Context: an optimization exercise on an open-source flow, tuned for small area. The choices shown serve that exercise and are no tape-out recipe.
Function was checked by simulation only, so behaviour that the tests miss may differ from the original.
No activity file was given, so power comes from the tool's default toggle rates.

Setup of run 1:
// low_band_energy_beat_detector_core
module low_band_energy_beat_detector_core
(
	input  logic                 clk,
	input  logic                 arst_n,
	input  logic                 cfg_we,
	input  logic [lbed_pkg::CFG_IDX_W-1:0] cfg_index,
	input  logic [lbed_pkg::CFG_W-1:0]     cfg_wdata,
	input  logic                 s_tvalid,
	output logic                 s_tready,
	input  logic [63:0]          s_tdata,    
	input  logic                 s_tlast,    
	output logic                 m_tvalid,
	input  logic                 m_tready,
	output logic [23:0]          m_tdata,    
	output logic                 m_tuser     
);
==> flow/config.mk <==
export PLATFORM = sky130hd
export DESIGN_NAME = low_band_energy_beat_detector_core
export DESIGN_NICKNAME = low_band_energy_beat_detector_core
export VERILOG_FILES = /design/flow/design.v
export SDC_FILE = /design/flow/constraint.sdc
export NUM_CORES = 4
export LEC_CHECK = 0
export CAP_MARGIN = 20
export CORE_MARGIN = 2
export CORE_UTILIZATION = 65
export PLACE_DENSITY = 0.8
export SLEW_MARGIN = 20
==> flow/constraint.sdc <==
create_clock -name core_clock -period 9.0 [get_ports {clk}]
set_input_delay 1.8000 -clock core_clock [delete_from_list [all_inputs] [get_ports {clk}]]
set_output_delay 1.8000 -clock core_clock [all_outputs]
set_load 0.01 [all_outputs]
standard.sh (not shown) runs the stock make flow with config.mk's settings and CLKGATE_MAP_FILE= SYNTH_SCRIPT=/design/flow/synth_recipe.tcl, a recipe that flattens the netlist after the stock synthesis.
==> flow/flow/run.sh <==
#!/bin/bash
set -euo pipefail
export BUFFER_PORTS_ARGS="-buffer_cell sky130_fd_sc_hd__buf_1"
export CTS_ARGS="-sink_clustering_enable -repair_clock_nets -dont_use_dummy_load -buf_list {sky130_fd_sc_hd__clkbuf_4} -sink_clustering_size 11 -sink_clustering_max_diameter 40"
bash standard.sh > standard_make.log 2>&1
Here is what was changed in the inputs of run 2 compared with run 1.
Settings: CORE_UTILIZATION changed from 65 to 70; PLACE_DENSITY changed from 0.8 to 0.85.
==> flow/flow/run.sh <==
#!/bin/bash
# Layout flow: the standard flow, with three changes.
# 1. After the standard synthesis, the combinational gates are re-mapped for area by
#    reopt.tcl (yosys + ABC); every flip-flop keeps its instance, name and cell type.
# 2. Port buffers use the smallest buffer cell.
# 3. CTS uses clkbuf_4 only, small sink clusters and no dummy loads.
set -euo pipefail
export BUFFER_PORTS_ARGS="-buffer_cell sky130_fd_sc_hd__buf_1"
export CTS_ARGS="-sink_clustering_enable -repair_clock_nets -dont_use_dummy_load -buf_list {sky130_fd_sc_hd__clkbuf_8} -sink_clustering_size 20 -sink_clustering_max_diameter 30"
RES="$PWD/orfs/results/${FLOW_PLATFORM}/low_band_energy_beat_detector_core/base"
bash standard.sh "$RES/1_2_yosys.v" > standard_synth.log 2>&1
cp "$RES/1_2_yosys.v" "$RES/1_2_yosys_standard.v"
REOPT_NETLIST="$RES/1_2_yosys.v" REOPT_ABC="$PWD/flow/reopt.abc" \
  yosys -c flow/reopt.tcl > reopt_yosys.log 2>&1
bash standard.sh > standard_layout.log 2>&1
==> flow/flow/reopt.abc (new file) <==
strash
&get -n
&deepsyn -T 40
&put
dch -f
amap
==> flow/flow/reopt.tcl (new file) <==
# Re-map the combinational logic of the standard synthesis netlist for area.
# The flip-flops are kept as they are (same instances, names and cell types); only the
# gates between them are re-synthesized by ABC with an area-oriented script.
yosys -import
set lib  $::env(FLOW_HOME)/platforms/$::env(FLOW_PLATFORM)/lib/sky130_fd_sc_hd__tt_025C_1v80.lib
set net  $::env(REOPT_NETLIST)
set top  $::env(FLOW_TOP)
read_liberty -ignore_miss_func $lib
blackbox sky130_fd_sc_hd__df* sky130_fd_sc_hd__edf* sky130_fd_sc_hd__sdf* sky130_fd_sc_hd__dl*
read_verilog $net
hierarchy -top $top
flatten
# wires inside the flattened gates get names like cell.pin: make them internal
yosys rename -hide w:*.*
opt -purge
abc -liberty $lib -dont_use sky130_fd_sc_hd__probe_p_8 -dont_use sky130_fd_sc_hd__probec_p_8 \
  -dont_use sky130_fd_sc_hd__lpflow_* -dont_use sky130_fd_sc_hd__clkdly* -dont_use sky130_fd_sc_hd__dlygate* \
  -dont_use sky130_fd_sc_hd__dlymetal* -script $::env(REOPT_ABC)
opt_clean -purge
hierarchy -top $top
read_liberty -lib -overwrite $lib
hilomap -hicell sky130_fd_sc_hd__conb_1 HI -locell sky130_fd_sc_hd__conb_1 LO
insbuf -buf sky130_fd_sc_hd__buf_1 A X
opt_clean -purge
check -assert -mapped
stat -liberty $lib
write_verilog -noattr -nohex -nodec $net
## What came out
- From run 1 to run 2, final-report hold violation count did not move at all.
- Compared with run 1, run 2 shows sequential fraction of total cell area higher by 3.9 points.
- Measured against run 2, the half-perimeter wire length of the detailed placement result of run 1 comes out at 0.828 times the reference value.
- On final critical path time including I/O delays and setup, the lower figure sits with run 1, not run 2.
- Run 2: die area is 16% lower than what run 1 reported.
- Compared with run 1, run 2 shows a synthesis-to-finish area growth that is 5.2 points higher.
- In run 2 relative to run 1, global-route wire length before repair had gone up by more than 10%.
Setup changes, run 2 to run 3
==> flow/flow/run.sh <==
#!/bin/bash
set -euo pipefail
export BUFFER_PORTS_ARGS="-buffer_cell sky130_fd_sc_hd__buf_1"
export CTS_ARGS="-sink_clustering_enable -repair_clock_nets -dont_use_dummy_load -buf_list {sky130_fd_sc_hd__clkbuf_4} -sink_clustering_size 10 -sink_clustering_max_diameter 40"
bash standard.sh > standard_make.log 2>&1
removed: flow/flow/reopt.abc
removed: flow/flow/reopt.tcl
Findings:
Run 3 closes out successfully: all stages finished, all timing, DRC and antenna checks passed. Run 2 completed end to end with timing, DRC and antenna clean. Diff run 2 -> run 3: utilization shrank by 3.8 points, maximum clock rate grew by 16%, per-instance average area after synthesis grew by 12%. Diff run 3..run 2 | number of setup violations in the final report | unchanged. Changes observed in run 3 relative to run 2: per-cell routed wire length fell 11%; share of cell area taken by flip-flops and latches fell 3.7 points; worst path arrival time fell 600 ps; worst hold-check slack rose 20 ps; share of the clock period used by the worst path after layout fell 7.0 points. Sort run 2 and run 3 by clock distribution area overhead in the final layout desc -> top: run 2.
For run 4, these inputs were changed with respect to run 3:
Settings: putting GPL_TIMING_DRIVEN at 0 where nothing was set.
==> flow/flow/run.sh <==
#!/bin/bash
# Layout flow: the standard flow, with three changes.
# 1. After the standard synthesis, the combinational gates are re-mapped for area by
#    reopt.tcl (yosys + ABC, four seeds, the smallest result is kept); every flip-flop
#    keeps its instance, name and cell type.
# 2. Port buffers use the smallest buffer cell.
# 3. CTS uses clkbuf_4 only, small sink clusters and no dummy loads.
set -euo pipefail
export BUFFER_PORTS_ARGS="-buffer_cell sky130_fd_sc_hd__buf_1"
export CTS_ARGS="-sink_clustering_enable -repair_clock_nets -dont_use_dummy_load -buf_list {sky130_fd_sc_hd__clkbuf_4} -sink_clustering_size 10 -sink_clustering_max_diameter 40"
RES="$PWD/orfs/results/${FLOW_PLATFORM}/low_band_energy_beat_detector_core/base"
bash standard.sh "$RES/1_2_yosys.v" > standard_synth.log 2>&1
cp "$RES/1_2_yosys.v" "$RES/1_2_yosys_standard.v"
for S in 1 2 3 4; do
  cp "$RES/1_2_yosys_standard.v" "$RES/reopt_$S.v"
  sed "s/@SEED@/$S/" flow/reopt.abc > "reopt_$S.abc"
  REOPT_NETLIST="$RES/reopt_$S.v" REOPT_ABC="$PWD/reopt_$S.abc" \
    yosys -c flow/reopt.tcl > "reopt_yosys_$S.log" 2>&1 &
done
wait
best=$(grep -H "Chip area" reopt_yosys_*.log | sed 's/^reopt_yosys_\([0-9]*\)\.log:.* \([0-9.]*\)$/\2 \1/' | sort -g | head -n 1 | cut -d' ' -f2)
echo "kept seed $best" > reopt_choice.log
cp "$RES/reopt_$best.v" "$RES/1_2_yosys.v"
bash standard.sh > standard_layout.log 2>&1
==> flow/flow/reopt.abc (new file) <==
strash
&get -n
&deepsyn -T 40 -S @SEED@
&put
dch -f
amap
==> flow/flow/reopt.tcl (new file) <==
# Re-map the combinational logic of the standard synthesis netlist for area.
# The flip-flops are kept as they are (same instances, names and cell types); only the
# gates between them are re-synthesized by ABC with an area-oriented script.
yosys -import
set lib  $::env(FLOW_HOME)/platforms/$::env(FLOW_PLATFORM)/lib/sky130_fd_sc_hd__tt_025C_1v80.lib
set net  $::env(REOPT_NETLIST)
set top  $::env(FLOW_TOP)
read_liberty -ignore_miss_func $lib
blackbox sky130_fd_sc_hd__df* sky130_fd_sc_hd__edf* sky130_fd_sc_hd__sdf* sky130_fd_sc_hd__dl*
read_verilog $net
hierarchy -top $top
flatten
# wires inside the flattened gates get names like cell.pin: make them internal
yosys rename -hide w:*.*
opt -purge
abc -liberty $lib -dont_use sky130_fd_sc_hd__probe_p_8 -dont_use sky130_fd_sc_hd__probec_p_8 \
  -dont_use sky130_fd_sc_hd__lpflow_* -dont_use sky130_fd_sc_hd__clkdly* -dont_use sky130_fd_sc_hd__dlygate* \
  -dont_use sky130_fd_sc_hd__dlymetal* -script $::env(REOPT_ABC)
opt_clean -purge
hierarchy -top $top
read_liberty -lib -overwrite $lib
hilomap -hicell sky130_fd_sc_hd__conb_1 HI -locell sky130_fd_sc_hd__conb_1 LO
insbuf -buf sky130_fd_sc_hd__buf_1 A X
opt_clean -purge
check -assert -mapped
stat -liberty $lib
write_verilog -noattr -nohex -nodec $net
Measured against each other, run 3 and run 4 differ in insertion delay of the later-clocked pin in the worst-skew pair, the lower figure coming from run 3.
Compared with run 3, run 4 shows a higher sequential portion of the cell area.
Number of buffers outside the clock class in the layout was higher in run 4 than in run 3.
Worst endpoint data arrival time ended up 560 ps higher on run 4 than on run 3.
Higher worst max-slew margin expressed relative to the limit goes to run 3 over run 4.
The final reports for run 4 and run 3 show actual transition at the worst max-transition pin higher in the former.
Per the comparison of run 4 with run 3, average size of a mapped cell now smaller; wire length reported by the detailed router now larger; overall power after layout now smaller; share of total power in sequential cells now larger.
Input changes introduced in run 5 (baseline for comparison: run 4):
Settings: GPL_TIMING_DRIVEN removed (was 0).
==> flow/flow/run.sh <==
#!/bin/bash
# Layout flow: the standard flow, with three changes.
# 1. After the standard synthesis, the combinational gates are re-mapped for area by
#    reopt.tcl (yosys + ABC); every flip-flop keeps its instance, name and cell type.
# 2. Port buffers use the smallest buffer cell.
# 3. CTS uses clkbuf_4 only, small sink clusters and no dummy loads.
set -euo pipefail
export BUFFER_PORTS_ARGS="-buffer_cell sky130_fd_sc_hd__buf_1"
export CTS_ARGS="-sink_clustering_enable -repair_clock_nets -dont_use_dummy_load -buf_list {sky130_fd_sc_hd__clkbuf_2} -sink_clustering_size 6 -sink_clustering_max_diameter 30"
RES="$PWD/orfs/results/${FLOW_PLATFORM}/low_band_energy_beat_detector_core/base"
bash standard.sh "$RES/1_2_yosys.v" > standard_synth.log 2>&1
cp "$RES/1_2_yosys.v" "$RES/1_2_yosys_standard.v"
REOPT_NETLIST="$RES/1_2_yosys.v" REOPT_ABC="$PWD/flow/reopt.abc" \
  yosys -c flow/reopt.tcl > reopt_yosys.log 2>&1
bash standard.sh > standard_layout.log 2>&1
==> flow/flow/reopt.abc <==
strash
&get -n
&deepsyn -T 40
&put
dch -f
amap
==> comparison <==
Summary of run 5 over run 4: placed standard-cell area closely matched the old numbers; power decreased by about 0.8% relative to the old numbers; number of design-rule violations left by the first detailed-router iteration decreased by 6.2% relative to the old numbers.
[inputs] run 6 vs run 5
diff --git a/flow/flow/run.sh b/flow/flow/run.sh
--- a/flow/flow/run.sh
+++ b/flow/flow/run.sh
@@ -7,5 +7,5 @@
 set -euo pipefail
 export BUFFER_PORTS_ARGS="-buffer_cell sky130_fd_sc_hd__buf_1"
-export CTS_ARGS="-sink_clustering_enable -repair_clock_nets -dont_use_dummy_load -buf_list {sky130_fd_sc_hd__clkbuf_2} -sink_clustering_size 6 -sink_clustering_max_diameter 30"
+export CTS_ARGS="-sink_clustering_enable -repair_clock_nets -dont_use_dummy_load -buf_list {sky130_fd_sc_hd__clkbuf_4} -sink_clustering_size 10 -sink_clustering_max_diameter 40"
 RES="$PWD/orfs/results/${FLOW_PLATFORM}/low_band_energy_beat_detector_core/base"
 bash standard.sh "$RES/1_2_yosys.v" > standard_synth.log 2>&1
### Flow results
Post-layout minimum cycle time ended up 530 ps lower on run 6 than on run 5.
Power consumed by the clock network shrinks slightly when moving from run 5 to run 6.
Run 6 vs run 5 — met3 wire length climbed by more than a quarter
Taking run 5 as the reference point, the post-synthesis to final-layout area growth of run 6 falls by 0.52 points.
Maximum frequency from static timing analysis: run 6 > run 5
From run 5 to run 6, count of buffering cells on the critical path with inverters included did not move at all.
Max non-clock buffer count across run 5 and run 6: run 5
Between run 5 and run 6, the core occupancy in the finished layout is higher for run 5.
Relative to run 5, the filler-free cell count of the finished design measured on run 6 has decreased by a few percent.

port drivers added, routing unchanged:
No port has a modelled driver above. Below, the same layouts with a new extraction and two added sets of constraints.
Step 1 sets driving cells, clkbuf_16 on the clock port and buf_2 on the other inputs (assumed; they add their load-dependent delay and slew).
Step 2 also shifts input and output timing later by t, the mid clock arrival at the registers, as if the neighbouring blocks saw the same clock.
a / b / c = ideal ports / drivers / drivers and shift; a / b = the first two.
| run | t (ns) | slack for setup (ns) | slew at the worst register clock pin (ns) |
|---|---|---|---|
| run 1 | 0.634 | 4.969 / 4.969 / 4.755 | 0.11 / 0.11 |
| run 2 | 0.554 | 4.298 / 4.298 / 4.298 | 0.09 / 0.09 |
| run 3 | 0.612 | 4.929 / 4.929 / 4.729 | 0.10 / 0.10 |
| run 4 | 0.648 | 4.300 / 4.300 / 4.300 | 0.11 / 0.11 |
| run 5 | 0.681 | 4.354 / 4.354 / 4.354 | 0.12 / 0.12 |
| run 6 | 0.633 | 4.884 / 4.884 / 4.884 | 0.11 / 0.11 |
After both steps every run listed still meets setup and hold. For run 1, which loses most, drivers alone change the setup slack by 0.000 ns; drivers and shift together by -0.214 ns.
